What follows belongs to an exercise in optimizing a design on an open flow for small area and a short achievable clock period; a production flow would make more cautious choices.
Only simulation tests tie the RTL to the original design; equivalence was not proved.
Power and IR drop assume default switching activity.

==> design/flow/design.v <==
module gshare_ras_ongorucu #(
  parameter int ADR_BIT      = 32,
  parameter int BTB_DERINLIK = 32,
  parameter int GHR_BIT      = 8,
  parameter int RAS_DERINLIK = 4,
  localparam int IDX = $clog2(BTB_DERINLIK),
  localparam int RP  = $clog2(RAS_DERINLIK)
) (
  input  logic               clk_g,
  input  logic               rst_g,
  input  logic               i_gecerli,
  input  logic [ADR_BIT-1:0] i_buyruk_adresi,
  input  logic               i_is_branch,
  input  logic               i_is_jal,
  input  logic               i_is_jalr,
  input  logic               i_is_call,
  input  logic               i_is_ret,
  input  logic               i_is_comp,
  input  logic [ADR_BIT-1:0] i_jal_hedef,
  output logic               o_gecerli,
  output logic               o_buyruk_ongoru,
  output logic [ADR_BIT-1:0] o_atlanan_adres,
  output logic [GHR_BIT-1:0] o_ghr_ckpt,
  output logic [RP:0]        o_ras_ckpt,
  input  logic               i_guncelle_gecerli,
  input  logic [ADR_BIT-1:0] i_g_adres,
  input  logic               i_g_branch,
  input  logic               i_g_jalr,
  input  logic               i_g_atladi,
  input  logic [ADR_BIT-1:0] i_g_hedef,
  input  logic               i_g_yanlis,
  input  logic [GHR_BIT-1:0] i_g_ghr_ckpt,
  input  logic [RP:0]        i_g_ras_ckpt
);
  localparam logic [RP:0]   RAS_FULL = RAS_DERINLIK[RP:0];
  localparam logic [RP-1:0] PTR_ONE  = RP'(1);
  localparam logic [RP:0]   CNT_ONE  = (RP+1)'(1);
  logic [BTB_DERINLIK-1:0] ctr_hi, ctr_lo_n, btb_valid;
  logic [ADR_BIT-1:0] btb_target [BTB_DERINLIK];
  logic [GHR_BIT-1:0] ghr;
  logic [ADR_BIT-1:0] ras        [RAS_DERINLIK];
  logic [RAS_DERINLIK-1:0] ras_wr;
  logic [RP-1:0]      ras_ptr;
  logic [RP:0]        ras_cnt;
  logic [IDX-1:0]     p_idx, u_idx;
  logic [ADR_BIT-1:0] fall_thru, p_target, ras_top, other_tgt, btb_tgt;
  logic               p_taken, fire, repair, pop_ok, ras_hit, jalr_btb, btb_hit;
  logic [RP-1:0]      ptr_pop, ptr_nxt;
  logic [RP:0]        cnt_pop, cnt_nxt;
  logic [BTB_DERINLIK-1:0] p_dec, u_dec, p_sel;
  logic               unused_ok;
  assign repair    = i_guncelle_gecerli & i_g_yanlis;
  assign fire      = i_gecerli & ~repair;
  assign p_idx     = i_buyruk_adresi[IDX+1:2] ^ ghr[IDX-1:0];
  assign u_idx     = i_g_adres[IDX+1:2] ^ i_g_ghr_ckpt[IDX-1:0];
  assign fall_thru = i_buyruk_adresi + {{(ADR_BIT-3){1'b0}}, ~i_is_comp, i_is_comp, 1'b0};
  assign unused_ok = ^{i_g_adres[ADR_BIT-1:IDX+2], i_g_adres[1:0]};
  assign ras_top   = ras_wr[ras_ptr] ? ras[ras_ptr] : '0;
  assign ras_hit  = i_is_ret && ras_cnt != '0;
  assign jalr_btb = ~i_is_jal & i_is_jalr & ~ras_hit;
  always_comb begin
    for (int i = 0; i < BTB_DERINLIK; i++) begin
      p_dec[i] = (p_idx == IDX'(i));
      u_dec[i] = (u_idx == IDX'(i));
      p_sel[i] = p_dec[i] & btb_valid[i] & (i_is_branch ? ctr_hi[i] : jalr_btb);
    end
    btb_tgt = '0;
    for (int i = 0; i < BTB_DERINLIK; i++) btb_tgt = btb_tgt | ({ADR_BIT{p_sel[i]}} & btb_target[i]);
  end
  assign btb_hit = |p_sel;
  always_comb begin
    other_tgt = fall_thru;
    if (!i_is_branch) begin
      if (i_is_jal)                  other_tgt = i_jal_hedef;
      else if (i_is_jalr && ras_hit) other_tgt = ras_top;
    end
  end
  assign p_taken  = btb_hit | (~i_is_branch & (i_is_jal | (i_is_jalr & ras_hit)));
  assign p_target = btb_tgt | ({ADR_BIT{~btb_hit}} & other_tgt);
  always_comb begin
    pop_ok  = ras_hit;
    ptr_pop = pop_ok ? ras_ptr - PTR_ONE : ras_ptr;
    cnt_pop = pop_ok ? ras_cnt - CNT_ONE : ras_cnt;
    ptr_nxt = ptr_pop;
    cnt_nxt = cnt_pop;
    if (i_is_call) begin
      ptr_nxt = ptr_pop + PTR_ONE;
      if (cnt_pop != RAS_FULL) cnt_nxt = cnt_pop + CNT_ONE;
    end
  end
  always_ff @(posedge clk_g or negedge rst_g) begin
    if (!rst_g) begin
      ctr_hi    <= '0;
      ctr_lo_n  <= '0;
      btb_valid <= '0;
      ras_wr    <= '0;
      ghr       <= '0;
      ras_ptr   <= '0;
      ras_cnt   <= '0;
      o_gecerli <= 1'b0;
    end else begin
      for (int i = 0; i < BTB_DERINLIK; i++) begin
        if (i_guncelle_gecerli && i_g_branch && u_dec[i]) begin
          if (i_g_atladi) begin
            ctr_hi[i]   <= ctr_hi[i] | ~ctr_lo_n[i];
            ctr_lo_n[i] <= ~ctr_hi[i] & ~ctr_lo_n[i];
          end else begin
            ctr_hi[i]   <= ctr_hi[i] & ~ctr_lo_n[i];
            ctr_lo_n[i] <= ~ctr_hi[i] | ~ctr_lo_n[i];
          end
        end
        if (i_guncelle_gecerli && (i_g_atladi || i_g_jalr) && u_dec[i]) btb_valid[i] <= 1'b1;
      end
      if (repair) begin
        ghr     <= i_g_branch ? {i_g_ghr_ckpt[GHR_BIT-2:0], i_g_atladi} : i_g_ghr_ckpt;
        ras_ptr <= i_g_ras_ckpt[RP:1];
        ras_cnt <= i_g_ras_ckpt[0] ? RAS_FULL : '0;
      end else if (fire) begin
        if (i_is_branch) ghr <= {ghr[GHR_BIT-2:0], p_taken};
        if (i_is_call) ras_wr[ptr_nxt] <= 1'b1;
        ras_ptr <= ptr_nxt;
        ras_cnt <= cnt_nxt;
      end
      o_gecerli <= fire;
    end
  end
  always_ff @(posedge clk_g) begin
    for (int i = 0; i < BTB_DERINLIK; i++)
      if (i_guncelle_gecerli && (i_g_atladi || i_g_jalr) && u_dec[i]) btb_target[i] <= i_g_hedef;
    if (fire && i_is_call) ras[ptr_nxt] <= fall_thru;
  end
  always_ff @(posedge clk_g) begin
    o_buyruk_ongoru <= p_taken;
    o_atlanan_adres <= p_target;
    o_ghr_ckpt      <= ghr;
    o_ras_ckpt      <= {ras_ptr, ras_cnt != '0};
  end
endmodule
==> design/flow/run.sh <==
#!/bin/bash
# synth_recipe.tcl (not shown) runs the flow's synth.tcl, then flattens the netlist and writes it again
# the make line also repeats each setting of config.mk as NAME=value (left out here)
make -C /OpenROAD-flow-scripts/flow DESIGN_CONFIG=/design/flow/config.mk WORK_HOME=/design/flow/orfs CLKGATE_MAP_FILE= SYNTH_SCRIPT=/design/flow/synth_recipe.tcl finish
==> design/flow/config.mk <==
export PLATFORM = sky130hd
export DESIGN_NAME = gshare_ras_ongorucu
export DESIGN_NICKNAME = gshare_ras_ongorucu
export VERILOG_FILES = /design/flow/design.v
export SDC_FILE = /design/flow/constraint.sdc
export NUM_CORES = 4
export LEC_CHECK = 0
export CAP_MARGIN = 20
export CORE_MARGIN = 2
export CORE_UTILIZATION = 40
export CTS_CLUSTER_DIAMETER = 90
export CTS_CLUSTER_SIZE = 26
export SETUP_SLACK_MARGIN = 3.2
export SLEW_MARGIN = 20
==> design/flow/constraint.sdc <==
create_clock -name core_clock -period 5.5 [get_ports {clk_g}]
set_input_delay 1.1000 -clock core_clock [delete_from_list [all_inputs] [get_ports {clk_g}]]
set_output_delay 1.1000 -clock core_clock [all_outputs]
set_load 0.01 [all_outputs]
==> key figures, run 1 <==
Finish
  – Area grow syn2layout: 24.6%
  – Filler cell count: 10,100
  – Layout cell share with drive strength beyond 1: 0.251
  – Utilization after layout: 0.503
  – Fin nets: 3,733

Place
  – I/O Buffers: 170
  – GPL Wtd Cong: 0.869
  – Post-DP HPWL: 89.9 mm

Yosys
  – FFs w/ async S/R, synth: 0.0870
  – Register bit count reported by yosys: 1,310
  – Count of cell types in the netlist: 64
  – EDFF count, synth: 1,152
  – Main synth FF type: edfxtp_1
  – Register area share after synthesis: 0.766
  – Syn_area_per_cell: 15.9 µm²
  – Synthesized cell area: 0.0500 mm²
  – Cells after synthesis: 3,146
  – Yosys Warn Count: 2
  – Syn Nets: 3,306

CTS
  – CTS H-tree lvls: 2
  – Clk Latency, worst-skew pair: 740 ps
  – TritonCTS Sinks: 1,310
  – TritonCTS clock tree: yes
  – Clock Root Buffer: clkbuf_16
  – Clock buffer depth: 3
  – Worst-path clk slew: 100 ps
  – TritonCTS Buffers: 59

Setup path
  – WP data arrival: 3460 ps
  – Worst path max stage delay: 480 ps
  – Critical path, cell by cell: buf_2, xnor2_4, nand3_2, nor4b_4, nor4_4, and4_4, nand3_4, buf_12, buf_12, o2111ai_4
  – FF-to-FF Start: ras_cnt[1]
  – Most common cell on crit path: buf_12
  – CP required: 6100 ps
  – RR Endpoint: o_atlanan_adres[3]
  – Path type of the worst setup path: in2reg
  – R2R Setup Slk: 2660 ps
  – Worst r2r path cells: 15
  – Slowest CP cell: nor4b_4
  – CP max FO: 7
  – CP Launch Type: primary input
  – Crit. End Element: flop

Floorplan
  – Die height: 358 µm
  – Die ar.: 0.128 mm²
  – Rows: 129
  – Boundary Pins: 198
  – Die X: 358 µm
  – Core ar.: 0.124 mm²
  – Initial Util: 0.404

Global routing
  – Total congestion overflow: 0
  – Number of global-route vias before repair: 31,100
  – First-pass GRT wire length: 249 mm
  – Initial antenna violation count: 7
  – GRT Overall Usage: 0.280
  – Largest net degree at the start of global routing: 74

STA
  – Fmax: 0.349 GHz
  – Final hold vios: 0
  – Tightest Pin Transition: 1130 ps
  – Max-Slew Margin vs Limit: 0.247
  – Clock Skews: 37.4 ps
  – Slew Limit Fails: 0
  – RSZ-0062 raised after global routing: yes
  – Crit share post-route: 0.521
  – Setup TNS Final: 0 ps
  – Final setup fails: 0
  – Tmin final: 2860 ps

Detailed routing
  – 1st-iter DRT viols: 5,095
  – WL/cell: 34.7 µm
  – ANT nets after route: 0
  – DRC: 0
  – DR vias: 33,300
  – Vias per Instance: 6.33
  – DRT Pass-1 Iters: 9
  – Final wirelength: 183 mm

Power
  – Total leakage power: 20.8 nW
  – Peak supply drop: 273 µV
  – PwrDens: 329 mW/mm²

Job
  – Max-cap violations: 0

Run status
  – Run status: complete, no violations

Worst hold path
  – Hold Crit Class: in2async
==> per-stage QoR <==
stage               setup WS [ps]  area [µm²]  power [mW]  hold slack, ps  std cells
global placement              661       55300        14.5             363       4901
floorplan                    2260       51500        13.3             345       3146
global route                 2630       62300        21.1             243       5258
CTS                          2690       61400        20.4             383       5205
detailed placement            620       55400        14.5             360       4902
finish                       2640       62300        20.5             242       5262
==> report_power, final <==
part / internal [mW] / switching (mW) / leakage (nW)
combinational: 1.46 / 1.84 / 7.69
sequential: 11.4 / 0.403 / 12.2
clock: 2.23 / 3.19 / 0.882
total: 15.1 / 5.44 / 20.8
==> synth_stat cells, types with 43 or more instances <==
cell      number  area (µm²)
a22oi_1      279        2090
dfxtp_1       44         881
buf_2         60         300
edfxtp_1    1152       34600
a22o_1        80         701
nor3_1        53         265
inv_1         43         161
o21ai_0       89         445
clkbuf_1      70         263
nand3_1       58         290
dfrtp_1      114        2850
a221oi_1      77         674
a21oi_1      139         696
nand2_1      238         893
nor2_1       167         627
==> worst max-delay path: cells and delay by family <==
family / cells / cell delay, ps
AO/OA/AOI/OAI: 1 / 140
XOR/XNOR: 1 / 420
buffers and inverters: 3 / 570
AND/OR/NAND/NOR: 5 / 1210
==> metal layers <==
metal,routed length [µm],GRT usage,vias to the layer above
met1,69100,0.379,17300
met2,84200,0.447,2092
met4,9110,0.105,8
met5,64,0,-
met3,20200,0.0565,419
li1,-,-,13500
==> flip-flops by register name, indices dropped and copies added (netlist names), 2 cells and up <==
signal / cells
ras_ptr: 2
ghr: 8
o_atlanan_adres: 32
ras_cnt: 3
o_ghr_ckpt: 8
ras: 128
btb_target: 1024
ras_wr: 4
ctr_hi: 32
btb_valid: 32
o_ras_ckpt: 3
ctr_lo_n: 32
==> worst max path at each step <==
stage | startpoint | endpoint | slack, ps | cells after the start
finish | i_buyruk_adresi[6] | o_atlanan_adres[28] | 2640 | 10
global route | i_buyruk_adresi[6] | o_atlanan_adres[28] | 2630 | 10
CTS | i_is_comp | o_atlanan_adres[25] | 2690 | 11
detailed placement | i_is_ret | o_atlanan_adres[2] | 620 | 10
global placement | i_is_ret | o_atlanan_adres[2] | 660 | 10
floorplan | i_buyruk_adresi[4] | o_atlanan_adres[11] | 2260 | 9
==> kinds of logic after synthesis <==
| group | Yosys count | synth area share |
|---|---|---|
| buf+inv | 202 | 0.0170 |
| compound gates | 813 | 0.117 |
| mux | 36 | 0.0155 |
| xor+xnor | 54 | 0.0107 |
| simple gates | 724 | 0.0717 |
| flops | 1310 | 0.766 |
| fa+ha+maj | 7 | 0.00190 |
==> timing repair <==
| item | CTS | global route |
|---|---|---|
| endpoints found under the setup margin | 1442 | 934 |
| gates cloned | 24 | 5 |
| setup buffers | 170 | 47 |
| hold buffers | 0 | 0 |
| pin swaps | 113 | 52 |
| gates resized for setup | 754 | 101 |
==> cell usage in the layout (no fill, tap or decap), types with 12 or more instances in the layout <==
| cell | n |
|---|---|
| clkbuf_16 | 65 |
| or2_2 | 36 |
| dfxtp_2 | 18 |
| buf_12 | 95 |
| nor4_2 | 14 |
| a222oi_1 | 32 |
| xnor2_4 | 18 |
| clkbuf_1 | 37 |
| clkdlybuf4s50_1 | 77 |
| mux4_2 | 34 |
| a22o_1 | 80 |
| a22oi_2 | 23 |
| dfxtp_4 | 18 |
| o21ai_0 | 55 |
| buf_16 | 18 |
| buf_4 | 169 |
| buf_6 | 87 |
| inv_1 | 38 |
| o2111ai_2 | 13 |
| nor2_4 | 41 |
| nand3_1 | 47 |
| buf_8 | 13 |
| nor3_1 | 43 |
| a221oi_1 | 59 |
| nand2_1 | 217 |
| nand3_4 | 12 |
| a21oi_1 | 136 |
| o22ai_1 | 16 |
| dfrtp_1 | 107 |
| a22oi_1 | 256 |
| nand2_4 | 16 |
| a221oi_2 | 18 |
| dlygate4sd2_1 | 13 |
| nor4_4 | 40 |
| and3_1 | 15 |
| buf_2 | 18 |
| edfxtp_1 | 1152 |
| nor2_1 | 122 |
| o21ai_1 | 30 |
| nand4_1 | 38 |
==> layout make-up <==
cell class,instances,area (µm²),area share
Sequential cell,1310,38400,0.616
Multi-Input combinational cell,1638,13500,0.216
Timing Repair Buffer,520,6360,0.102
Tap cell,1637,2050,0.0329
Clock buffer,98,1670,0.0267
Clock inverter,11,184,0.00295
Inverter,44,180,0.00289
Antenna cell,4,10.0,0.000161
==> inputs of run 2 (changes only) <==
--- a/design/flow/config.mk
+++ b/design/flow/config.mk
@@ -5,6 +5,7 @@
 export SDC_FILE = /design/flow/constraint.sdc
 export NUM_CORES = 4
 export LEC_CHECK = 0
+export ABC_AREA = 1
 export CAP_MARGIN = 20
 export CORE_MARGIN = 2
 export CORE_UTILIZATION = 40
==> run 2 against run 1 <==
  * Still clean
  * Non-clock buffer count up 106
  * First-iteration DRC count up 25%
  * Total power up 1.1%
  * Design area up 6.4%
  * Combinational power up 12%
  * Final cell count up 26%
  * Wire length up 13%
  * Clock skew down 11 ps
  * Largest cell class unchanged
  * Largest power group unchanged
  * Highest routed layer unchanged
==> key figures, run 2 <==
Finish
  – Largest register FFs: 1,024 (unchanged)
  – Utilization after layout: 0.514 (+0.0115)
  – Area grow syn2layout: 28.1%
  – Biggest registers after layout: btb_target (1024), ras (128)
  – Commonest cells after routing, fill and taps aside: 1,318 x nand2_1, 1,152 x edfxtp_1, 288 x nand4_1
  – Fin nets: 5,024 (+35%)
  – Multi-input logic area: 0.0145 mm² (+8.1%)
  – Layout cell share with drive strength beyond 1: 0.227 (-0.0245)
  – Commonest non-fill, non-tap cell in the layout: nand2_1
  – Filler cell count: 10,500 (+4.5%)
  – Design area: 0.0663 mm² (+6.4%)
  – Reg with most FFs: btb_target
  – Sequential cell area: 0.0384 mm² (-0.16%)

Floorplan
  – Boundary Pins: 198 (unchanged)
  – Initial Util: 0.402 (-0.00196)
  – Rows: 132 (+2.3%)
  – Core ar.: 0.129 mm² (+4.1%)
  – Die ar.: 0.132 mm² (+3.5%)
  – Die height: 364 µm (+1.7%)
  – Die X: 364 µm (+1.7%)

Setup path
  – Critical path, cell by cell: buf_4, inv_2, nand2_1, nand2_2, nand2_4, nor2_4, buf_4, nand3_4, nand2_1, nor2_1, nand2_2, nor2_4, nand2_2, clkinv_4, buf_12, buf_12, o211ai_1, nand2_1
  – WP data arrival: 3310 ps (-150 ps)
  – CP required: 6160 ps (+60 ps)
  – CP Launch Type: primary input
  – CP max FO: 6 (-1)
  – Slowest CP cell: nand2_4
  – Path type of the worst setup path: in2reg
  – Worst r2r path cells: 20 (+5)
  – Crit. End Element: flop
  – Worst path max stage delay: 180 ps (-300 ps)

STA
  – Setup TNS Final: 0 ps (unchanged)
  – Slew Limit Fails: 0 (unchanged)
  – Final hold vios: 0 (unchanged)
  – Final setup fails: 0 (unchanged)
  – Max-Slew Margin vs Limit: 0.178 (-0.0686)
  – Clock Skews: 26.1 ps (-11.3 ps)
  – Tmin final: 2650 ps (-213 ps)
  – Crit share post-route: 0.482 (-0.0387)
  – RSZ-0062 raised after global routing: yes
  – Fmax: 0.377 GHz (+8.0%)
  – Tightest Pin Transition: 1230 ps (+103 ps)
  – Fin Hold WS: 247 ps (+4.65 ps)

CTS
  – CTS H-tree lvls: 2 (unchanged)
  – Worst-path clk slew: 110 ps (about the same)
  – TritonCTS Sinks: 1,310 (unchanged)
  – TritonCTS clock tree: yes
  – Clock buffer depth: 3 (unchanged)
  – Clock Root Buffer: clkbuf_16
  – Clk Latency, worst-skew pair: 720 ps (-20 ps)
  – TritonCTS Buffers: 58 (-1.7%)

Yosys
  – Cells after synthesis: 4,340 (+38%)
  – Synth cell count leaders: 1,418 x nand2_1, 1,152 x edfxtp_1, 396 x nor2_1
  – FFs w/ async S/R, synth: 0.0870 (unchanged)
  – Main synth FF type: edfxtp_1
  – Top cells by area, synth: edfxtp_1 67%, nand2_1 10%, dfrtp_1 5.5%, nand4_1 3.5%, nor2_1 2.9%
  – Yosys top cell by area: edfxtp_1
  – Post-synthesis compound-gate area fraction: 0.0344 (-0.0827)
  – Count of cell types in the netlist: 47 (-27%)
  – Register bit count reported by yosys: 1,310 (unchanged)
  – EDFF count, synth: 1,152 (unchanged)
  – Synthesized cell area: 0.0518 mm² (+3.6%)
  – Simple-gate share of the synthesized area: 0.189 (+0.118)
  – Post-synth top area share: 0.668 (-0.0237)
  – Yosys Warn Count: 2 (unchanged)
  – Main combinational cell family by area after synthesis: simple AND/OR/NAND/NOR gates
  – Syn_area_per_cell: 11.9 µm² (-25%)
  – Synth Area in Adders: 0.00184 (-0.0000652)
  – Dominant cell by count in the synthesized netlist: nand2_1
  – Syn Nets: 4,500 (+36%)
  – Synth Area in XOR/XNOR: 0.00553 (-0.00520)
  – Post-synthesis mux area share: 0.000652 (-0.0148)
  – Register area share after synthesis: 0.740 (-0.0263)

Place
  – Placed Area: 0.0571 mm² (+3.2%)
  – GPL Wtd Cong: 0.919 (+5.8%)
  – Post-DP HPWL: 98.9 mm (+10%)
  – I/O Buffers: 170 (unchanged)

Run status
  – Run status: complete, no violations

Global routing
  – First-pass GRT wire length: 276 mm (+11%)
  – Number of global-route vias before repair: 35,700 (+15%)
  – Largest net degree at the start of global routing: 84 (+14%)
  – Initial antenna violation count: 15 (+8)
  – Total congestion overflow: 0 (unchanged)
  – GRT Overall Usage: 0.300 (+0.0209)

Detailed routing
  – DRC: 0 (unchanged)
  – WL/cell: 31.2 µm (-10%)
  – Final wirelength: 207 mm (+13%)
  – 1st-iter DRT viols: 6,353 (+25%)
  – DR vias: 38,800 (+17%)
  – Vias per Instance: 5.84 (-7.8%)
  – DRT Pass-1 Iters: 6 (-3)
  – ANT nets after route: 0 (unchanged)

Worst hold path
  – Hold Crit Class: in2async

Power
  – Peak supply drop: 276 µV (+1.1%)
  – PwrDens: 313 mW/mm² (-5.0%)
  – Design Power: 20.8 mW (+1.1%)
  – Total leakage power: 23.5 nW (+13%)

Job
  – Max-cap violations: 0 (unchanged)
-- run 2: cell count changes after synthesis, sizes merged, moves of 35 or more --
cell	previous run	this run
o21ai	90	158
nor4	58	23
nand2	238	1419
a221oi	77	0
a21oi	139	69
inv	44	169
a22oi	279	0
nand4	38	288
a22o	80	2
nand3	64	120
nor2	167	397
-- run 2: critical path: cells and delay by family --
family / cells / cell delay (ps)
AO/OA/AOI/OAI: 1 / 140
buffers and inverters: 6 / 750
AND/OR/NAND/NOR: 11 / 1280
-- run 2: metal layers --
layer  track usage  routed length, µm  share of wire
met5             0                 62        0.00030
met2         0.457              90200           0.44
met3        0.0857              28200           0.14
met4         0.173              15100          0.073
met1         0.385              73600           0.36
-- run 2: cell families after synthesis --
kind of cell / count (synthesis)
mux: 3
compound gates: 317
flops: 1310
xor+xnor: 31
simple gates: 2319
fa+ha+maj: 7
buf+inv: 353
-- run 2: worst paths after layout --
path / from / endpoint / slack [ps]
worst max-delay path: i_buyruk_adresi[2] / o_atlanan_adres[12] / 2850
worst min register to register: ghr[7] / o_ghr_ckpt[7] / 380
min in group core_clock: ghr[7] / o_ghr_ckpt[7] / 380
worst min-delay path: rst_g / ras_cnt[1] / 250
worst max register to register: ras_cnt[1] / o_atlanan_adres[4] / 2880
max in group asynchronous: rst_g / ctr_lo_n[15] / 4220
-- run 2: layout make-up --
| class | instances | area share |
|---|---|---|
| Sequential cell | 1310 | 0.578 |
| Multi-Input combinational cell | 2681 | 0.219 |
| Timing Repair Buffer | 626 | 0.123 |
| Tap cell | 1742 | 0.0329 |
| Clock buffer | 86 | 0.0236 |
| Inverter | 174 | 0.0180 |
| Clock inverter | 9 | 0.00247 |
| Timing Repair inverter | 13 | 0.00202 |
| Antenna cell | 8 | 0.000302 |
-- run 2: report_power, final --
part | switching (mW) | total, mW | internal [mW]
combinational | 2.27 | 3.71 | 1.43
sequential | 0.343 | 11.8 | 11.4
clock | 3.15 | 5.28 | 2.13
-- run 2: timing repair --
action                     4_1_cts  5_1_grt
hold buffers                     0        0
pin swaps                      149      127
cloned                          59       18
setup endpoints to repair     1439      952
resized for setup              997      202
buffers inserted               213       42
-- run 2: stage by stage --
step / std cells / setup slack (ps)
final: 6649 / 2850
after global placement: 6214 / 937
after global routing: 6643 / 2820
after floorplan: 4340 / 2370
after CTS: 6581 / 2940
after detailed placement: 6214 / 955
==> inputs of run 3 (changes only) <==
--- a/design/flow/config.mk
+++ b/design/flow/config.mk
@@ -5,10 +5,9 @@
 export SDC_FILE = /design/flow/constraint.sdc
 export NUM_CORES = 4
 export LEC_CHECK = 0
-export ABC_AREA = 1
 export CAP_MARGIN = 20
 export CORE_MARGIN = 2
-export CORE_UTILIZATION = 40
+export CORE_UTILIZATION = 50
 export CTS_CLUSTER_DIAMETER = 90
 export CTS_CLUSTER_SIZE = 26
 export SETUP_SLACK_MARGIN = 3.2
==> run 3 against run 2 <==
  * Still clean on timing, DRC and antenna
  * Combinational power down 5.7%
  * Sequential share of layout area rose by 3.4 points
  * Clock power shrank 1%
  * Non-clock buffer count shrank 27
  * Via count is 13% lower
  * Maximum frequency decreased by 12%
  * Critical path depth fell by 3
  * Count of clock-buffer cells in the layout rose by 10
  * Critical path type is now reg2reg
  * Largest power group unchanged
==> key figures, run 3 <==
CTS
  – Clock Root Buffer: clkbuf_16
  – CTS H-tree lvls: 2 (unchanged)
  – TritonCTS Buffers: 58 (unchanged)
  – TritonCTS Sinks: 1,310 (unchanged)
  – Clk Latency, worst-skew pair: 720 ps (about the same)
  – Worst-path clk slew: 100 ps (about the same)
  – TritonCTS clock tree: yes
  – Clock buffer depth: 3 (unchanged)

Yosys
  – Yosys top cell by area: edfxtp_1
  – Main synth FF type: edfxtp_1
  – Dominant cell by count in the synthesized netlist: edfxtp_1
  – Yosys Warn Count: 2 (unchanged)
  – Top cells by area, synth: edfxtp_1 69%, dfrtp_1 5.7%, a22oi_1 4.2%, nand2_1 1.8%, dfxtp_1 1.8%
  – Synthesized cell area: 0.0500 mm² (-3.4%)
  – EDFF count, synth: 1,152 (unchanged)
  – Register bit count reported by yosys: 1,310 (unchanged)
  – Post-synth top area share: 0.692 (+0.0237)
  – Count of cell types in the netlist: 64 (+36%)
  – FFs w/ async S/R, synth: 0.0870 (unchanged)
  – Cells after synthesis: 3,146 (-28%)
  – Synth cell count leaders: 1,152 x edfxtp_1, 279 x a22oi_1, 238 x nand2_1
  – Syn_area_per_cell: 15.9 µm² (+33%)
  – Register area share after synthesis: 0.766 (+0.0263)
  – Syn Nets: 3,306 (-27%)

Global routing
  – Initial antenna violation count: 7 (-8)
  – First-pass GRT wire length: 244 mm (-12%)
  – GRT Overall Usage: 0.342 (+0.0414)
  – Number of global-route vias before repair: 31,800 (-11%)
  – Total congestion overflow: 0 (unchanged)
  – Largest net degree at the start of global routing: 82 (-2.4%)

Setup path
  – Path type of the worst setup path: reg2reg
  – CP max FO: 6 (unchanged)
  – CP required: 6120 ps (-40 ps)
  – Crit. End Element: flop
  – WP data arrival: 3620 ps (+310 ps)
  – CP Launch Type: flop

Detailed routing
  – DRC: 0 (unchanged)
  – DR vias: 33,800 (-13%)
  – WL/cell: 36.5 µm (+17%)
  – ANT nets after route: 0 (unchanged)
  – DRT Pass-1 Iters: 6 (unchanged)
  – 1st-iter DRT viols: 5,745 (-9.6%)
  – Vias per Instance: 6.76 (+16%)
  – Final wirelength: 182 mm (-12%)

STA
  – Crit share post-route: 0.546 (+0.0641)
  – Fmax: 0.333 GHz (-12%)
  – Max-Slew Margin vs Limit: 0.203 (+0.0251)
  – Setup TNS Final: 0 ps (unchanged)
  – Tightest Pin Transition: 1190 ps (-37.6 ps)
  – Final WS setup: 2500 ps (-353 ps)
  – Clock Skews: 37.5 ps (+11.4 ps)
  – Tmin final: 3000 ps (+353 ps)
  – RSZ-0062 raised after global routing: yes
  – Final setup fails: 0 (unchanged)
  – Final hold vios: 0 (unchanged)
  – Slew Limit Fails: 0 (unchanged)

Finish
  – Largest register FFs: 1,024 (unchanged)
  – Multi-input logic area: 0.0137 mm² (-5.9%)
  – Filler cell count: 7,067 (-33%)
  – Layout cell share with drive strength beyond 1: 0.272 (+0.0457)
  – Design area: 0.0628 mm² (-5.4%)
  – Commonest cells after routing, fill and taps aside: 1,152 x edfxtp_1, 249 x a22oi_1, 231 x buf_4
  – Commonest non-fill, non-tap cell in the layout: edfxtp_1
  – Biggest registers after layout: btb_target (1024), ras (128)
  – Reg with most FFs: btb_target
  – Sequential cell area: 0.0384 mm² (+0.10%)
  – Area grow syn2layout: 25.4%
  – Fin nets: 3,810 (-24%)

Worst hold path
  – Hold Crit Class: reg2reg

Floorplan
  – Die X: 320 µm (-12%)
  – Rows: 116 (-12%)
  – Initial Util: 0.502 (+0.101)
  – Core ar.: 0.0996 mm² (-23%)
  – Boundary Pins: 198 (unchanged)
  – Die ar.: 0.103 mm² (-23%)
  – Die height: 320 µm (-12%)

Job
  – Max-cap violations: 0 (unchanged)

Run status
  – Run status: complete, no violations

Place
  – GPL Wtd Cong: 0.887 (-3.6%)
  – I/O Buffers: 170 (unchanged)
  – Placed Area: 0.0551 mm² (-3.6%)
  – DP Worst Slack: 728 ps (-227 ps)
  – Post-DP HPWL: 91.5 mm (-7.5%)

Power
  – Total leakage power: 21.2 nW (-9.7%)
  – Peak supply drop: 276 µV (+0.14%)
  – PwrDens: 327 mW/mm² (+4.4%)
==> run 3: cell count changes after synthesis, sizes merged, moves of 35 or more <==
cell,before,now
a21oi,69,139
a221oi,0,77
a22o,2,80
a22oi,0,279
inv,169,44
nand2,1419,238
nand3,120,64
nand4,288,38
nor2,397,167
nor4,23,58
o21ai,158,90
==> run 3: kinds of logic after synthesis <==
| family | count (synthesis) | synth area share |
|---|---|---|
| DFF | 1310 | 0.766 |
| AOI/OAI and AO/OA | 813 | 0.117 |
| and+or+nand+nor | 724 | 0.0717 |
| buffers and inverters | 202 | 0.0170 |
| xor gates and xnor gates | 54 | 0.0107 |
| muxes | 36 | 0.0155 |
| adders and majority gates | 7 | 0.00190 |
==> run 3: path summary, 6_finish.rpt <==
check / from / end / slack [ps] / cells after the start
worst max-delay path: ras_cnt[1] / o_atlanan_adres[15] / 2500 / 15
worst min-delay path: ghr[7] / o_ghr_ckpt[7] / 380 / 0
worst max register to register: ras_cnt[1] / o_atlanan_adres[15] / 2500 / 15
worst min register to register: ghr[7] / o_ghr_ckpt[7] / 380 / 0
max in group asynchronous: rst_g / ctr_hi[1] / 4130 / 2
min in group asynchronous: rst_g / btb_valid[7] / 430 / 1
==> run 3: layer usage <==
layer / part of all wire / GRT usage / wire length [µm]
met5: 0.00015 / 0 / 27
met4: 0.052 / 0.129 / 9520
met3: 0.12 / 0.0748 / 22100
met2: 0.46 / 0.542 / 84600
met1: 0.36 / 0.467 / 66100
==> run 3: cell type report <==
type                       count  area share
clock buffer                  96      0.0256
timing repair inverter         1    0.000120
antenna                        4    0.000160
inverter                      44     0.00293
sequential                  1310       0.612
tap                         1298      0.0259
multi-input combinational   1636       0.218
timing repair buffer         599       0.113
clock inverter                10     0.00237
==> run 3: power by group <==
part	internal, mW	switching [mW]
combinational	1.57	1.93
sequential	11.4	0.384
clock	2.14	3.08
total	15.1	5.40
==> run 3: worst max-delay path, cell delays in order, from the launching register on <==
cell	delay [ps]
dfrtp_1	400
inv_2	80
ha_4	170
nand2b_4	70
o2bb2ai_4	120
buf_12	150
buf_8	110
buf_16	110
buf_4	150
nor2_1	90
a22oi_1	320
and4_4	320
nand3_4	120
buf_12	200
buf_16	160
o2111ai_1	290
==> run 3: repair_timing <==
item	in CTS	in global routing
pin swaps	131	99
setup endpoints to repair	1441	687
cloned	19	10
hold buffers	0	0
setup buffers	206	79
gates resized for setup	678	164
==> run 3: metrics by stage <==
| step | cells | hold slack, ps | total power, mW | util |
|---|---|---|---|---|
| after floorplan | 3146 | 345 | 13.3 | - |
| after global placement | 4573 | 359 | 14.4 | 0.554 |
| after detailed placement | 4573 | 354 | 14.5 | 0.554 |
| after CTS | 4904 | 377 | 20.2 | 0.613 |
| after global routing | 4997 | 411 | 21.1 | 0.630 |
| final | 4998 | 378 | 20.5 | 0.630 |
==> inputs of run 4 (changes only) <==
--- a/design/flow/config.mk
+++ b/design/flow/config.mk
@@ -7,8 +7,8 @@
 export LEC_CHECK = 0
 export CAP_MARGIN = 20
 export CORE_MARGIN = 2
-export CORE_UTILIZATION = 50
+export CORE_UTILIZATION = 40
 export CTS_CLUSTER_DIAMETER = 90
 export CTS_CLUSTER_SIZE = 26
-export SETUP_SLACK_MARGIN = 3.2
+export SETUP_SLACK_MARGIN = 4.0
 export SLEW_MARGIN = 20
==> run 4 against run 3 <==
  * Critical path type unchanged
  * Hold slack lost 180 ps
  * Wire length grew 27%
  * First-iteration DRC count grew 26%
  * Largest cell class unchanged
==> key figures, run 4 <==
Run status
  – Run status: complete, no violations

STA
  – Slew Limit Fails: 0 (unchanged)
  – Crit share post-route: 0.549 (+0.00314)
  – Tightest Pin Transition: 939 ps (-252 ps)
  – Clock Skews: 75.4 ps (+37.9 ps)
  – Fmax: 0.331 GHz (-0.57%)
  – Final setup fails: 0 (unchanged)
  – Final hold vios: 0 (unchanged)
  – Max-Slew Margin vs Limit: 0.374 (+0.171)
  – Setup TNS Final: 0 ps (unchanged)
  – RSZ-0062 raised after global routing: yes
  – Tmin final: 3020 ps (+17.3 ps)
  – Fin Hold WS: 202 ps (-176 ps)

Setup path
  – Path type of the worst setup path: reg2reg
  – FF-to-FF Start: ras_cnt[0]
  – CP Launch Type: flop
  – RR Endpoint: o_atlanan_adres[10]
  – Crit. End Element: flop
  – WP data arrival: 3700 ps (+80 ps)
  – Worst r2r path cells: 16 (+1)
  – Critical Path Start: ras_cnt[0]
  – CP max FO: 8 (+2)
  – CP required: 6180 ps (+60 ps)
  – Worst setup path end: o_atlanan_adres[10]
  – R2R Setup Slk: 2480 ps (-20 ps)

Global routing
  – First-pass GRT wire length: 297 mm (+22%)
  – GRT Overall Usage: 0.344 (+0.00219)
  – Number of global-route vias before repair: 34,800 (+9.4%)
  – Total congestion overflow: 0 (unchanged)
  – Initial antenna violation count: 23 (+16)
  – Largest net degree at the start of global routing: 67 (-18%)

Job
  – Max-cap violations: 0 (unchanged)

Yosys
  – Main combinational cell family by area after synthesis: compound AO/OA/AOI/OAI gates
  – Syn_area_per_cell: 15.9 µm² (unchanged)
  – Yosys Warn Count: 2 (unchanged)
  – Post-synth top area share: 0.692 (unchanged)
  – Syn Nets: 3,306 (unchanged)
  – Top cells by area, synth: edfxtp_1 69%, dfrtp_1 5.7%, a22oi_1 4.2%, nand2_1 1.8%, dfxtp_1 1.8%
  – FFs w/ async S/R, synth: 0.0870 (unchanged)
  – EDFF count, synth: 1,152 (unchanged)
  – Yosys top cell by area: edfxtp_1
  – Dominant cell by count in the synthesized netlist: edfxtp_1
  – Count of cell types in the netlist: 64 (unchanged)
  – Simple-gate share of the synthesized area: 0.0717 (unchanged)
  – Main synth FF type: edfxtp_1
  – Cells after synthesis: 3,146 (unchanged)
  – Register area share after synthesis: 0.766 (unchanged)
  – Post-synthesis compound-gate area fraction: 0.117 (unchanged)
  – Register bit count reported by yosys: 1,310 (unchanged)
  – Synth Area in Adders: 0.00190 (unchanged)
  – Synth cell count leaders: 1,152 x edfxtp_1, 279 x a22oi_1, 238 x nand2_1
  – Synthesized cell area: 0.0500 mm² (unchanged)
  – Synth Area in XOR/XNOR: 0.0107 (unchanged)
  – Post-synthesis mux area share: 0.0155 (unchanged)

Finish
  – Commonest cells after routing, fill and taps aside: 1,152 x edfxtp_1, 252 x a22oi_1, 218 x buf_6
  – Utilization after layout: 0.581 (-0.0492)
  – Reg with most FFs: btb_target
  – Area grow syn2layout: 44.0%
  – Final cell count without fillers: 5,691 (+14%)
  – Biggest registers after layout: btb_target (1024), ras (128)
  – Layout cell share with drive strength beyond 1: 0.394 (+0.122)
  – Commonest non-fill, non-tap cell in the layout: edfxtp_1
  – Fin nets: 4,150 (+8.9%)
  – Largest register FFs: 1,024 (unchanged)

CTS
  – CTS H-tree lvls: 2 (unchanged)
  – TritonCTS Sinks: 1,310 (unchanged)
  – TritonCTS clock tree: yes
  – Clock Root Buffer: clkbuf_16
  – TritonCTS Buffers: 59 (+1.7%)
  – # hold bufs at CTS: 0 (unchanged)
  – Clock buffer depth: 3 (unchanged)
  – Clk Latency, worst-skew pair: 800 ps (+80 ps)
  – Worst-path clk slew: 120 ps (+20 ps)

Place
  – GPL Wtd Cong: 0.846 (-4.6%)
  – Placed cell count: 4,920 (+7.6%)
  – I/O Buffers: 170 (unchanged)
  – Post-DP HPWL: 94.0 mm (+2.8%)

Power
  – Total leakage power: 24.6 nW (+16%)
  – PwrDens: 300 mW/mm² (-8.2%)
  – Design Power: 21.6 mW (+5.4%)
  – Peak supply drop: 272 µV (-1.6%)

Floorplan
  – Die X: 358 µm (+12%)
  – Initial Util: 0.404 (-0.0989)
  – Boundary Pins: 198 (unchanged)
  – Core ar.: 0.124 mm² (+24%)
  – Die height: 358 µm (+12%)
  – Rows: 129 (+11%)
  – Die ar.: 0.128 mm² (+25%)

Worst hold path
  – Hold Crit Class: in2async

Detailed routing
  – Final wirelength: 232 mm (+27%)
  – 1st-iter DRT viols: 7,212 (+26%)
  – WL/cell: 40.8 µm (+12%)
  – ANT nets after route: 0 (unchanged)
  – DRC: 0 (unchanged)
  – Vias per Instance: 6.73 (-0.40%)
  – DR vias: 38,300 (+13%)
  – DRT Pass-1 Iters: 7 (+1)
run 4: how the worst min path moves through the flow:
stage          startpoint             to
6_report            rst_g     ctr_hi[15]
3_5_place_dp       ghr[7]  o_ghr_ckpt[7]
4_1_cts             rst_g   ctr_lo_n[21]
2_1_floorplan  ras_ptr[1]  o_ras_ckpt[2]
3_3_place_gp       ghr[7]  o_ghr_ckpt[7]
5_1_grt             rst_g   ctr_lo_n[21]
run 4: worst max-delay path: stages, from the launching register on:
cell	delay, ps
dfrtp_1	380
inv_2	70
ha_4	170
nand2b_4	80
o2bb2ai_4	120
buf_12	160
buf_6	130
buf_8	120
buf_16	140
buf_4	130
nor2_1	70
a22oi_1	220
and4_4	290
nand3_4	190
buf_12	230
buf_16	160
o211ai_1	260
run 4: what timing repair did:
| action | 4_1_cts | 5_1_grt |
|---|---|---|
| gates cloned | 136 | 10 |
| setup buffers | 393 | 107 |
| setup endpoints to repair | 2428 | 1777 |
| pin swaps | 225 | 124 |
| gates resized for setup | 1465 | 298 |
run 4: power by group:
part | leakage (nW) | total [mW] | switching [mW] | internal, mW
clock network | 0.866 | 5.47 | 3.32 | 2.15
registers | 12.2 | 11.9 | 0.473 | 11.4
logic | 11.5 | 4.27 | 2.23 | 2.04
total | 24.6 | 21.6 | 6.02 | 15.6
run 4: cell families (layout without fill, tap and decap cells):
logic type	after synthesis	after routing
simple gates	724	725
fa+ha+maj	7	7
buf+inv	202	1094
other cells	0	13
compound gates	813	813
xor+xnor	54	56
flops	1310	1310
mux	36	36
run 4: final cells by class:
type                    instances  area [µm²]
flip-flops and latches       1310       38400
inverters                      44         184
repair buffers                938       14500
multi-input cells            1637       15100
fillers                      8730       51900
well taps                    1637        2050
diodes                         13        32.5
clock inverters                14         195
clock buffers                  98        1630
run 4: per-layer routing:
metal,wire [µm],global-route usage
met4,21700,0.223
met1,72800,0.412
met5,484,0.0163
met3,40300,0.158
met2,97100,0.499
run 4: through the flow:
stage	cell area [µm²]	setup slack, ps
global placement	55800	666
detailed placement	55700	669
finish	72000	2480
CTS	69600	2640
floorplan	51900	2260
global route	72000	2480
==> inputs of run 5 (changes only) <==
--- a/design/flow/config.mk
+++ b/design/flow/config.mk
@@ -5,10 +5,11 @@
 export SDC_FILE = /design/flow/constraint.sdc
 export NUM_CORES = 4
 export LEC_CHECK = 0
+export ABC_AREA = 1
 export CAP_MARGIN = 20
 export CORE_MARGIN = 2
 export CORE_UTILIZATION = 40
 export CTS_CLUSTER_DIAMETER = 90
 export CTS_CLUSTER_SIZE = 26
-export SETUP_SLACK_MARGIN = 4.0
+export SETUP_SLACK_MARGIN = 3.0
 export SLEW_MARGIN = 20
==> run 5 against run 4 <==
  * Global-route usage down 6.4 points
  * Clock skew shrank 47 ps
  * First-iteration DRC count down 17%
  * Die area is 3.5% higher
  * Count of clock-buffer cells in the layout down 8
  * Design area is 11% lower
  * Synthesized cell count rose by 38%
  * Sequential power about the same
  * Critical endpoint is now o_atlanan_adres[21]
  * Highest routed layer unchanged
==> key figures, run 5 <==
Run status
  – Run status: complete, no violations

Yosys
  – Count of cell types in the netlist: 47 (-27%)
  – Synthesized cell area: 0.0518 mm² (+3.6%)
  – EDFF count, synth: 1,152 (unchanged)
  – Yosys top cell by area: edfxtp_1
  – FFs w/ async S/R, synth: 0.0870 (unchanged)
  – Register area share after synthesis: 0.740 (-0.0263)
  – Cells after synthesis: 4,340 (+38%)
  – Main synth FF type: edfxtp_1
  – Register bit count reported by yosys: 1,310 (unchanged)
  – Top cells by area, synth: edfxtp_1 67%, nand2_1 10%, dfrtp_1 5.5%, nand4_1 3.5%, nor2_1 2.9%
  – Synth cell count leaders: 1,418 x nand2_1, 1,152 x edfxtp_1, 396 x nor2_1
  – Yosys Warn Count: 2 (unchanged)
  – Syn_area_per_cell: 11.9 µm² (-25%)
  – Dominant cell by count in the synthesized netlist: nand2_1
  – Syn Nets: 4,500 (+36%)
  – Post-synth top area share: 0.668 (-0.0237)

Floorplan
  – Die height: 364 µm (+1.7%)
  – Core ar.: 0.129 mm² (+4.1%)
  – Die ar.: 0.132 mm² (+3.5%)
  – Initial Util: 0.402 (-0.00196)
  – Die X: 364 µm (+1.7%)
  – Boundary Pins: 198 (unchanged)
  – Rows: 132 (+2.3%)

Finish
  – Biggest registers after layout: btb_target (1024), ras (128)
  – Commonest non-fill, non-tap cell in the layout: nand2_1
  – Area grow syn2layout: 23.4%
  – Layout cell share with drive strength beyond 1: 0.176 (-0.218)
  – Reg with most FFs: btb_target
  – Fin nets: 4,902 (+18%)
  – Largest register FFs: 1,024 (unchanged)
  – Filler cell count: 11,000 (+26%)
  – Commonest cells after routing, fill and taps aside: 1,335 x nand2_1, 1,152 x edfxtp_1, 294 x nor2_1

CTS
  – Worst-path clk slew: 100 ps (-20 ps)
  – TritonCTS clock tree: yes
  – Clk Latency, worst-skew pair: 740 ps (-60 ps)
  – TritonCTS Sinks: 1,310 (unchanged)
  – Clock Root Buffer: clkbuf_16
  – TritonCTS Buffers: 59 (unchanged)
  – CTS H-tree lvls: 2 (unchanged)
  – Clock buffer depth: 3 (unchanged)

Setup path
  – CP max FO: 13 (+5)
  – Worst path max stage delay: 220 ps (-160 ps)
  – R2R Setup Slk: 2810 ps (+330 ps)
  – Crit. End Element: flop
  – CP required: 6130 ps (-50 ps)
  – Worst r2r path cells: 18 (+2)
  – Critical path, cell by cell: clkbuf_4, xor2_4, buf_12, buf_4, nor2_1, nand3_4, buf_6, nand2_4, nor2_4, nand2_2, nor2_4, nand2_2, clkinv_4, buf_12, buf_12, nand3_4, nand2_2
  – WP data arrival: 3320 ps (-380 ps)
  – CP Launch Type: primary input
  – Path type of the worst setup path: in2reg
  – Slowest CP cell: nor2_1
  – FF-to-FF Start: ras_cnt[1]
  – RR Endpoint: o_atlanan_adres[21]

Worst hold path
  – Hold Crit Class: in2async

Detailed routing
  – DRC: 0 (unchanged)
  – 1st-iter DRT viols: 5,965 (-17%)
  – ANT nets after route: 0 (unchanged)
  – Vias per Instance: 5.73 (-15%)
  – Final wirelength: 192 mm (-17%)
  – DRT Pass-1 Iters: 5 (-2)
  – WL/cell: 29.5 µm (-28%)
  – DR vias: 37,400 (-2.4%)

STA
  – Final setup fails: 0 (unchanged)
  – Tmin final: 2690 ps (-332 ps)
  – Crit share post-route: 0.489 (-0.0603)
  – Fmax: 0.372 GHz (+12%)
  – RSZ-0062 raised after global routing: yes
  – Max-Slew Margin vs Limit: 0.223 (-0.150)
  – Clock Skews: 28.7 ps (-46.7 ps)
  – Tightest Pin Transition: 1160 ps (+222 ps)
  – Setup TNS Final: 0 ps (unchanged)
  – Slew Limit Fails: 0 (unchanged)
  – Final hold vios: 0 (unchanged)

Power
  – Total leakage power: 22.6 nW (-8.3%)
  – Design Power: 20.3 mW (-5.9%)
  – Peak supply drop: 238 µV (-12%)
  – PwrDens: 318 mW/mm² (+6.1%)

Global routing
  – Initial antenna violation count: 11 (-52%)
  – Number of global-route vias before repair: 34,100 (-1.9%)
  – GRT Overall Usage: 0.280 (-0.0638)
  – Largest net degree at the start of global routing: 83 (+24%)
  – Total congestion overflow: 0 (unchanged)
  – First-pass GRT wire length: 260 mm (-12%)

Place
  – I/O Buffers: 170 (unchanged)
  – GPL Wtd Cong: 0.877 (+3.7%)
  – Post-DP HPWL: 97.4 mm (+3.6%)

Job
  – Max-cap violations: 0 (unchanged)
-- run 5: cell types whose count changed in the layout (fill, tap and decap cells not counted), sizes merged, moves of 77 or more --
| cell | change |
|---|---|
| a221oi | -77 |
| a22o | -78 |
| a22oi | -279 |
| buf | -496 |
| inv | +133 |
| nand2 | +1183 |
| nand4 | +250 |
| nor2 | +230 |
-- run 5: cell type report --
type	instances	area, µm²	area share
multi-input cells	2680	14200	0.222
well taps	1742	2180	0.0341
diodes	3	7.51	0.000117
clock inverters	9	133	0.00207
inverters	174	1250	0.0195
clock buffers	90	1640	0.0256
flip-flops and latches	1310	38300	0.600
repair buffers	498	6010	0.0940
repair inverters	19	183	0.00286
-- run 5: kinds of logic (layout without fill, tap and decap cells) --
family | after synthesis | after routing | share of synthesized area
other | 0 | 3 | 0
DFF | 1310 | 1310 | 0.740
muxes | 3 | 3 | 0.000652
xor gates and xnor gates | 31 | 31 | 0.00553
AOI/OAI and AO/OA | 317 | 317 | 0.0344
and+or+nand+nor | 2319 | 2322 | 0.189
adders and majority gates | 7 | 7 | 0.00184
buffers and inverters | 353 | 790 | 0.0284
-- run 5: worst max-delay path, delay by kind of cell --
family                    cells  cell delay, ps
buffers and inverters         7            1110
xor gates and xnor gates      1             200
and+or+nand+nor               9             880
-- run 5: worst max-delay path by stage --
stage                       startpoint                   to  slack (ps)  cells after the start
floorplan              i_g_ghr_ckpt[1]    btb_target[25][0]        2370                      3
global placement    i_buyruk_adresi[6]  o_atlanan_adres[10]         960                     13
detailed placement  i_buyruk_adresi[6]  o_atlanan_adres[10]         960                     13
CTS                         ras_cnt[1]  o_atlanan_adres[21]        2920                     20
global route               i_is_branch  o_atlanan_adres[21]        2770                     15
finish              i_buyruk_adresi[6]  o_atlanan_adres[21]        2810                     17
-- run 5: timing repair --
| action | CTS | global route |
|---|---|---|
| pin swaps | 106 | 126 |
| hold buffers | 0 | 0 |
| gates resized for setup | 612 | 173 |
| gates cloned | 32 | 11 |
| setup endpoints to repair | 1426 | 519 |
| buffers inserted | 116 | 51 |
-- run 5: layer usage --
| metal | part of all wire | GRT usage | vias up |
|---|---|---|---|
| met5 | 0.00033 | 0 | - |
| met4 | 0.049 | 0.121 | 12 |
| met3 | 0.12 | 0.0603 | 486 |
| met2 | 0.46 | 0.448 | 2341 |
| met1 | 0.37 | 0.370 | 18500 |
| li1 | - | - | 16000 |
-- run 5: report_power, final --
| group | switching, mW | internal, mW | total [mW] |
|---|---|---|---|
| Combinational | 2.10 | 1.21 | 3.32 |
| Sequential | 0.300 | 11.4 | 11.7 |
| Clock | 3.18 | 2.12 | 5.31 |
| Total | 5.59 | 14.7 | 20.3 |
-- run 5: per-stage QoR --
step	setup WS, ps	instance area (µm²)	util	instances	hold WS [ps]
after floorplan	2370	52800	-	4340	342
after global placement	964	57000	0.442	6212	360
after detailed placement	955	57000	0.442	6212	364
after CTS	2920	62600	0.486	6459	317
after global routing	2770	63900	0.495	6523	356
final	2810	63900	0.496	6525	323
==> inputs of run 6 (changes only) <==
--- a/design/flow/config.mk
+++ b/design/flow/config.mk
@@ -11,5 +11,5 @@
 export CORE_UTILIZATION = 40
 export CTS_CLUSTER_DIAMETER = 90
 export CTS_CLUSTER_SIZE = 26
-export SETUP_SLACK_MARGIN = 3.0
+export SETUP_SLACK_MARGIN = 2.8
 export SLEW_MARGIN = 20
==> run 6 against run 5 <==
  * Still clean on timing, DRC and antenna
  * Global-route usage is 1.8 points lower
  * Combinational power down 12%
  * Total power down 2.3%
  * First-iteration DRC count fell by 4.4%
  * Synthesized cell count did not move
  * Clock power decreased by 1%
  * Count of clock-buffer cells in the layout is 14 lower
  * Flip-flop and latch count unchanged
==> key figures, run 6 <==
STA
  – Max-Slew Margin vs Limit: 0.224 (about the same)
  – Slew Limit Fails: 0 (unchanged)
  – Setup TNS Final: 0 ps (unchanged)
  – Final hold vios: 0 (unchanged)
  – RSZ-0062 raised after global routing: yes
  – Tightest Pin Transition: 1160 ps (-0.217 ps)
  – Final setup fails: 0 (unchanged)
  – Fmax: 0.367 GHz (-1.4%)
  – Fin Hold WS: 343 ps (+19.5 ps)
  – Final WS setup: 2770 ps (-37.1 ps)
  – Crit share post-route: 0.496 (+0.00675)
  – Clock Skews: 37.4 ps (+8.69 ps)
  – Tmin final: 2730 ps (+37.1 ps)

Finish
  – Largest register FFs: 1,024 (unchanged)
  – Reg with most FFs: btb_target
  – Biggest registers after layout: btb_target (1024), ras (128)
  – Commonest cells after routing, fill and taps aside: 1,381 x nand2_1, 1,152 x edfxtp_1, 317 x nor2_1
  – Utilization after layout: 0.476 (-0.0197)
  – Fin nets: 4,782 (-2.4%)
  – Final cell count without fillers: 6,401 (-1.9%)
  – Layout cell share with drive strength beyond 1: 0.131 (-0.0450)
  – Design area: 0.0614 mm² (-4.0%)
  – Area grow syn2layout: 18.5%
  – Commonest non-fill, non-tap cell in the layout: nand2_1
  – Filler cell count: 11,200 (+2.3%)

Yosys
  – Dominant cell by count in the synthesized netlist: nand2_1
  – Register area share after synthesis: 0.740 (unchanged)
  – Count of cell types in the netlist: 47 (unchanged)
  – Post-synth top area share: 0.668 (unchanged)
  – Post-synthesis compound-gate area fraction: 0.0344 (unchanged)
  – Main synth FF type: edfxtp_1
  – Top cells by area, synth: edfxtp_1 67%, nand2_1 10%, dfrtp_1 5.5%, nand4_1 3.5%, nor2_1 2.9%
  – Yosys Warn Count: 2 (unchanged)
  – Main combinational cell family by area after synthesis: simple AND/OR/NAND/NOR gates
  – Synth Area in XOR/XNOR: 0.00553 (unchanged)
  – Simple-gate share of the synthesized area: 0.189 (unchanged)
  – Post-synthesis mux area share: 0.000652 (unchanged)
  – Cells after synthesis: 4,340 (unchanged)
  – Syn Nets: 4,500 (unchanged)
  – Yosys top cell by area: edfxtp_1
  – EDFF count, synth: 1,152 (unchanged)
  – Register bit count reported by yosys: 1,310 (unchanged)
  – FFs w/ async S/R, synth: 0.0870 (unchanged)
  – Synthesized cell area: 0.0518 mm² (unchanged)
  – Synth cell count leaders: 1,418 x nand2_1, 1,152 x edfxtp_1, 396 x nor2_1
  – Syn_area_per_cell: 11.9 µm² (unchanged)
  – Synth Area in Adders: 0.00184 (unchanged)

Job
  – Max-cap violations: 0 (unchanged)

Place
  – Placed cell count: 6,197 (-0.24%)
  – Placed Area: 0.0568 mm² (-0.42%)
  – Post-DP HPWL: 95.6 mm (-1.9%)
  – DP Worst Slack: 837 ps (-119 ps)
  – I/O Buffers: 170 (unchanged)
  – GPL Wtd Cong: 0.843 (-3.9%)

CTS
  – TritonCTS Sinks: 1,310 (unchanged)
  – Clock Root Buffer: clkbuf_16
  – Clk Latency, worst-skew pair: 730 ps (about the same)
  – TritonCTS clock tree: yes
  – Clock buffer depth: 3 (unchanged)
  – CTS H-tree lvls: 2 (unchanged)
  – Worst-path clk slew: 100 ps (about the same)
  – TritonCTS Buffers: 59 (unchanged)
  – # hold bufs at CTS: 0 (unchanged)

Detailed routing
  – Final wirelength: 184 mm (-4.2%)
  – WL/cell: 28.8 µm (-2.3%)
  – DR vias: 36,400 (-2.6%)
  – DRT Pass-1 Iters: 5 (unchanged)
  – Vias per Instance: 5.69 (-0.67%)
  – 1st-iter DRT viols: 5,705 (-4.4%)
  – ANT nets after route: 0 (unchanged)
  – DRC: 0 (unchanged)

Floorplan
  – Die X: 364 µm (unchanged)
  – Die ar.: 0.132 mm² (unchanged)
  – Boundary Pins: 198 (unchanged)
  – Initial Util: 0.402 (unchanged)
  – Rows: 132 (unchanged)
  – Core ar.: 0.129 mm² (unchanged)
  – Die height: 364 µm (unchanged)

Power
  – Peak supply drop: 221 µV (-7.2%)
  – Total leakage power: 21.4 nW (-5.3%)
  – Design Power: 19.9 mW (-2.3%)
  – PwrDens: 324 mW/mm² (+1.7%)

Worst hold path
  – Hold Crit Class: in2async

Setup path
  – Crit. End Element: flop
  – CP max FO: 21 (+8)
  – WP data arrival: 3340 ps (+20 ps)
  – FF-to-FF Start: ras_cnt[0]
  – RR Endpoint: o_atlanan_adres[14]
  – CP Launch Type: primary input
  – R2R Setup Slk: 2890 ps (+80 ps)
  – CP required: 6120 ps (about the same)
  – Worst r2r path cells: 16 (-2)
  – Path type of the worst setup path: in2reg
  – Critical Path Start: i_is_branch

Global routing
  – Initial antenna violation count: 9 (-2)
  – First-pass GRT wire length: 247 mm (-5.2%)
  – Largest net degree at the start of global routing: 83 (unchanged)
  – GRT Overall Usage: 0.263 (-0.0175)
  – Total congestion overflow: 0 (unchanged)
  – Number of global-route vias before repair: 33,100 (-3.2%)

Run status
  – Run status: complete, no violations
==> run 6: cell count changes in the layout (fill, tap and decap cells not counted), moves of 17 or more <==
cell | previous run | this run
nand2_2 | 51 | 19
buf_6 | 51 | 29
buf_4 | 149 | 103
nor2_1 | 294 | 317
buf_12 | 92 | 55
nand3_1 | 69 | 86
nand2_1 | 1335 | 1381
==> run 6: worst max-delay path, stage by stage <==
cell       delay [ps]
buf_2             230
bufinv_16         270
o21ai_0           250
nor2_1            140
nand3_4           200
inv_16             80
buf_4             190
nand2_1            60
nand4_1           100
nor2_1            130
nand2_1           100
nor2_2            350
nand2_1            90
==> run 6: cell families (layout without fill, tap and decap cells) <==
family | after synthesis | in the layout
AND/OR/NAND/NOR | 2319 | 2324
adder cells (fa/ha/maj) | 7 | 7
other | 0 | 8
flip-flops | 1310 | 1310
buffers and inverters | 353 | 659
XOR/XNOR | 31 | 31
multiplexers | 3 | 3
AO/OA/AOI/OAI | 317 | 317
==> run 6: area by class of cell <==
| cell class | instances | area (µm²) | share of cell area |
|---|---|---|---|
| flip-flops and latches | 1310 | 38300 | 0.625 |
| multi-input cells | 2682 | 13600 | 0.222 |
| repair buffers | 374 | 4090 | 0.0666 |
| well taps | 1742 | 2180 | 0.0355 |
| clock buffers | 76 | 1540 | 0.0251 |
| inverters | 174 | 1240 | 0.0202 |
| repair inverters | 21 | 191 | 0.00312 |
| clock inverters | 14 | 173 | 0.00281 |
| diodes | 8 | 20.0 | 0.000326 |
==> run 6: power by group <==
group	switching (mW)	leakage [nW]	total, mW	internal [mW]
Clock	3.18	0.826	5.25	2.07
Combinational	1.96	8.38	2.91	0.949
Sequential	0.289	12.2	11.7	11.4
Total	5.43	21.4	19.9	14.4
==> run 6: per-layer routing <==
| metal | vias up | GRT usage | part of all wire |
|---|---|---|---|
| met5 | - | 0 | 0.00064 |
| met4 | 6 | 0.0839 | 0.041 |
| met3 | 354 | 0.0497 | 0.12 |
| met2 | 2133 | 0.429 | 0.46 |
| met1 | 18200 | 0.355 | 0.38 |
| li1 | 15700 | - | - |
==> run 6: how the worst max path moves through the flow <==
stage / endpoint / cells past startpoint
6_report: o_atlanan_adres[13] / 13
5_1_grt: o_atlanan_adres[14] / 16
4_1_cts: btb_target[15][0] / 7
3_5_place_dp: o_atlanan_adres[30] / 13
3_3_place_gp: o_atlanan_adres[30] / 13
2_1_floorplan: btb_target[25][0] / 3
==> run 6: timing repair <==
item                        CTS  global route
resized for setup           360           180
cloned                       10            16
pin swaps                    23            40
setup endpoints to repair  1294           558
buffers inserted             39            40
==> inputs of run 7 (changes only) <==
==> design/flow/flow/run.sh (new file) <==
#!/bin/bash
# Standard ORFS layout, with plain buffers on the ports (instead of the delay cells
# buffer_ports picks by default) and a clock tree without dummy loads.
set -euo pipefail
export BUFFER_PORTS_ARGS="-buffer_cell sky130_fd_sc_hd__buf_2"
export CTS_ARGS="-sink_clustering_enable -repair_clock_nets -dont_use_dummy_load"
bash standard.sh finish > standard_flow.log 2>&1
==> design/flow/standard.sh (new file) <==
#!/bin/bash
# synth_recipe.tcl (not shown) runs the flow's synth.tcl, then flattens the netlist and writes it again
# the make line also repeats each setting of config.mk as NAME=value (left out here)
make -C /OpenROAD-flow-scripts/flow DESIGN_CONFIG=/design/flow/config.mk WORK_HOME=/design/flow/orfs CLKGATE_MAP_FILE= SYNTH_SCRIPT=/design/flow/synth_recipe.tcl "${@:-finish}"
==> design/flow/config.mk (replaced) <==
export PLATFORM = sky130hd
export DESIGN_NAME = gshare_ras_ongorucu
export DESIGN_NICKNAME = gshare_ras_ongorucu
export VERILOG_FILES = /design/flow/design.v
export SDC_FILE = /design/flow/constraint.sdc
export NUM_CORES = 4
export LEC_CHECK = 0
export CAP_MARGIN = 20
export CORE_MARGIN = 2
export CORE_UTILIZATION = 40
export SETUP_SLACK_MARGIN = 3.2
export SLEW_MARGIN = 20
removed: design/flow/run.sh
==> run 7 against run 6 <==
  * Via count decreased by 6.4%
  * Sequential share of layout area decreased by 1.7 points
  * Sequential power about the same
  * Global-route usage increased by 1.6 points
  * Core utilization increased by 3.4 points
  * Design area increased by 3.0%
  * Flip-flop and latch count unchanged
  * Synthesized area decreased by 3.4%
  * Total power increased by 15%
  * Worst setup slack got worse by 190 ps
  * Final cell count decreased by 17%
  * Die area decreased by 3.4%
==> key figures, run 7 <==
Floorplan
  – Core ar.: 0.124 mm² (-3.9%)
  – Die ar.: 0.128 mm² (-3.4%)
  – Initial Util: 0.404 (+0.00196)
  – Die height: 358 µm (-1.7%)
  – Boundary Pins: 198 (unchanged)
  – Rows: 129 (-2.3%)
  – Die X: 358 µm (-1.7%)

Yosys
  – Syn_area_per_cell: 15.9 µm² (+33%)
  – Count of cell types in the netlist: 64 (+36%)
  – Top cells by area, synth: edfxtp_1 69%, dfrtp_1 5.7%, a22oi_1 4.2%, nand2_1 1.8%, dfxtp_1 1.8%
  – Yosys Warn Count: 2 (unchanged)
  – Syn Nets: 3,306 (-27%)
  – Register bit count reported by yosys: 1,310 (unchanged)
  – EDFF count, synth: 1,152 (unchanged)
  – Yosys top cell by area: edfxtp_1
  – Synthesized cell area: 0.0500 mm² (-3.4%)
  – Register area share after synthesis: 0.766 (+0.0263)
  – Cells after synthesis: 3,146 (-28%)
  – Dominant cell by count in the synthesized netlist: edfxtp_1
  – FFs w/ async S/R, synth: 0.0870 (unchanged)
  – Post-synth top area share: 0.692 (+0.0237)
  – Main synth FF type: edfxtp_1
  – Synth cell count leaders: 1,152 x edfxtp_1, 279 x a22oi_1, 238 x nand2_1

STA
  – Setup TNS Final: 0 ps (unchanged)
  – Clock Skews: 101 ps (+63.9 ps)
  – Tmin final: 2920 ps (+191 ps)
  – Crit share post-route: 0.530 (+0.0347)
  – Final hold vios: 0 (unchanged)
  – Fmax: 0.343 GHz (-6.5%)
  – Final WS setup: 2580 ps (-191 ps)
  – Tightest Pin Transition: 997 ps (-163 ps)
  – Max-Slew Margin vs Limit: 0.335 (+0.111)
  – Final setup fails: 0 (unchanged)
  – RSZ-0062 raised after global routing: yes
  – Slew Limit Fails: 0 (unchanged)

Detailed routing
  – WL/cell: 35.2 µm (+22%)
  – Vias per Instance: 6.40 (+13%)
  – DRT Pass-1 Iters: 7 (+2)
  – Final wirelength: 187 mm (+1.6%)
  – ANT nets after route: 0 (unchanged)
  – 1st-iter DRT viols: 5,635 (-1.2%)
  – DR vias: 34,100 (-6.4%)
  – DRC: 0 (unchanged)

Power
  – Peak supply drop: 261 µV (+18%)
  – PwrDens: 362 mW/mm² (+12%)
  – Total leakage power: 21.5 nW (+0.70%)
  – Design Power: 22.9 mW (+15%)

Global routing
  – Total congestion overflow: 0 (unchanged)
  – Number of global-route vias before repair: 31,700 (-4.1%)
  – First-pass GRT wire length: 249 mm (+0.75%)
  – Initial antenna violation count: 14 (+5)
  – Largest net degree at the start of global routing: 75 (-9.6%)
  – GRT Overall Usage: 0.279 (+0.0163)

Setup path
  – CP required: 6080 ps (-40 ps)
  – Family with the most delay on the worst path: compound AO/OA/AOI/OAI gates
  – CP max FO: 15 (-29%)
  – CP Launch Type: primary input
  – WP data arrival: 3500 ps (+160 ps)
  – Critical path, cell by cell: buf_12, nor2b_4, o2bb2ai_4, buf_12, buf_12, buf_12, buf_12, nor3_4, clkbuf_16, a22o_1, a221oi_1, nand4_1, a2111o_1
  – Path type of the worst setup path: in2reg
  – Worst path max stage delay: 400 ps (+50 ps)
  – Most common cell on crit path: buf_12
  – Slowest CP cell: a2111o_1
  – Crit. End Element: flop
  – Stages on the worst setup path: 13 (unchanged)
  – Worst path bufs/invs: 6 (+2)
  – Worst r2r path cells: 14 (-2)

Place
  – Post-DP HPWL: 92.3 mm (-3.4%)
  – GPL Wtd Cong: 0.849 (+0.70%)
  – I/O Buffers: 170 (unchanged)
  – Placed cell count: 4,913 (-21%)
  – DP Worst Slack: 770 ps (-66.6 ps)

CTS
  – Clock Root Buffer: clkbuf_16
  – TritonCTS clock tree: yes
  – TritonCTS Sinks: 1,310 (unchanged)
  – Clock buffer depth: 3 (unchanged)
  – TritonCTS Buffers: 137 (+130%)
  – Worst-path clk slew: 60 ps (-40 ps)
  – Clk Latency, worst-skew pair: 760 ps (+30 ps)
  – CTS H-tree lvls: 4 (+2)

Finish
  – Fin nets: 3,843 (-20%)
  – Commonest cells after routing, fill and taps aside: 1,152 x edfxtp_1, 254 x a22oi_1, 226 x buf_4
  – Reg with most FFs: btb_target
  – Area grow syn2layout: 26.4%
  – Filler cell count: 9,982 (-11%)
  – Biggest registers after layout: btb_target (1024), ras (128)
  – Commonest non-fill, non-tap cell in the layout: edfxtp_1
  – Multi-input logic area: 0.0136 mm² (-0.36%)
  – Final cell count without fillers: 5,325 (-17%)
  – Layout cell share with drive strength beyond 1: 0.304 (+0.173)
  – Largest register FFs: 1,024 (unchanged)
  – Sequential cell area: 0.0384 mm² (+0.17%)

Worst hold path
  – Hold Path Stages: 0
  – Hold Crit Class: reg2reg

Job
  – Max-cap violations: 0 (unchanged)

Run status
  – Run status: complete, no violations
==> run 7: changes by cell type in the layout (fill, tap and decap cells not counted), sizes merged, moves of 78 or more <==
| cell | before | now |
|---|---|---|
| nand2 | 1423 | 239 |
| nand4 | 288 | 38 |
| clkdlybuf4s50 | 103 | 0 |
| nor2 | 398 | 169 |
| a22o | 2 | 80 |
| buf | 213 | 529 |
| inv | 168 | 43 |
| a22oi | 0 | 279 |
==> run 7: timing repair <==
action | CTS | global route
endpoints found under the setup margin | 1248 | 541
hold buffers | 0 | 0
endpoints found under the hold margin | 0 | 0
gates resized for setup | 353 | 172
gates cloned | 14 | 12
buffers inserted | 158 | 84
pin swaps | 80 | 99
==> run 7: worst paths after layout <==
path,endpoint,slack [ps],startpoint
worst min-delay path,o_ghr_ckpt[7],370,ghr[7]
max in group asynchronous,ghr[2],3680,rst_g
worst max register to register,o_atlanan_adres[14],2620,ras_cnt[0]
worst min register to register,o_ghr_ckpt[7],370,ghr[7]
min in group asynchronous,ctr_lo_n[7],560,rst_g
worst max-delay path,o_atlanan_adres[14],2580,i_is_branch
==> run 7: kinds of logic (layout without fill, tap and decap cells) <==
logic type,Yosys count,in the layout,synth area share
mux,36,37,0.0155
buf+inv,202,730,0.0170
other cells,0,7,0
xor+xnor,54,55,0.0107
compound gates,813,814,0.117
simple gates,724,728,0.0717
flops,1310,1310,0.766
fa+ha+maj,7,7,0.00190
==> run 7: metal layers <==
metal	global-route usage	up-vias	share of wire
met2	0.442	2431	0.45
met1	0.369	17500	0.37
met4	0.101	10	0.049
li1	-	13700	-
met5	0	-	0.00030
met3	0.0768	530	0.13
==> run 7: power by group <==
| group | switching (mW) | internal (mW) |
|---|---|---|
| clock network | 3.49 | 4.35 |
| logic | 1.85 | 1.36 |
| registers | 0.421 | 11.4 |
| total | 5.77 | 17.1 |
==> run 7: final cells by class <==
type                    count  share of cell area
repair inverters            1            0.000119
repair buffers            548              0.0883
flip-flops and latches   1310               0.607
clock buffers             137              0.0542
multi-input cells        1641               0.214
diodes                      7            0.000277
inverters                  44             0.00299
well taps                1637              0.0324
==> run 7: per-stage QoR <==
stage | util | cell area, µm² | hold slack, ps
after floorplan | - | 51500 | 345
after global placement | 0.440 | 54500 | 358
after detailed placement | 0.440 | 54600 | 357
after CTS | 0.495 | 61400 | 369
after global routing | 0.510 | 63200 | 384
final | 0.510 | 63200 | 371

Setup slack of run 7, layout unchanged: 2.583 ns with ideal ports, 2.611 ns with driving cells assumed (clock clkbuf_16, inputs buf_2), 1.821 ns with port delays also shifted by the 0.790 ns mid clock arrival.
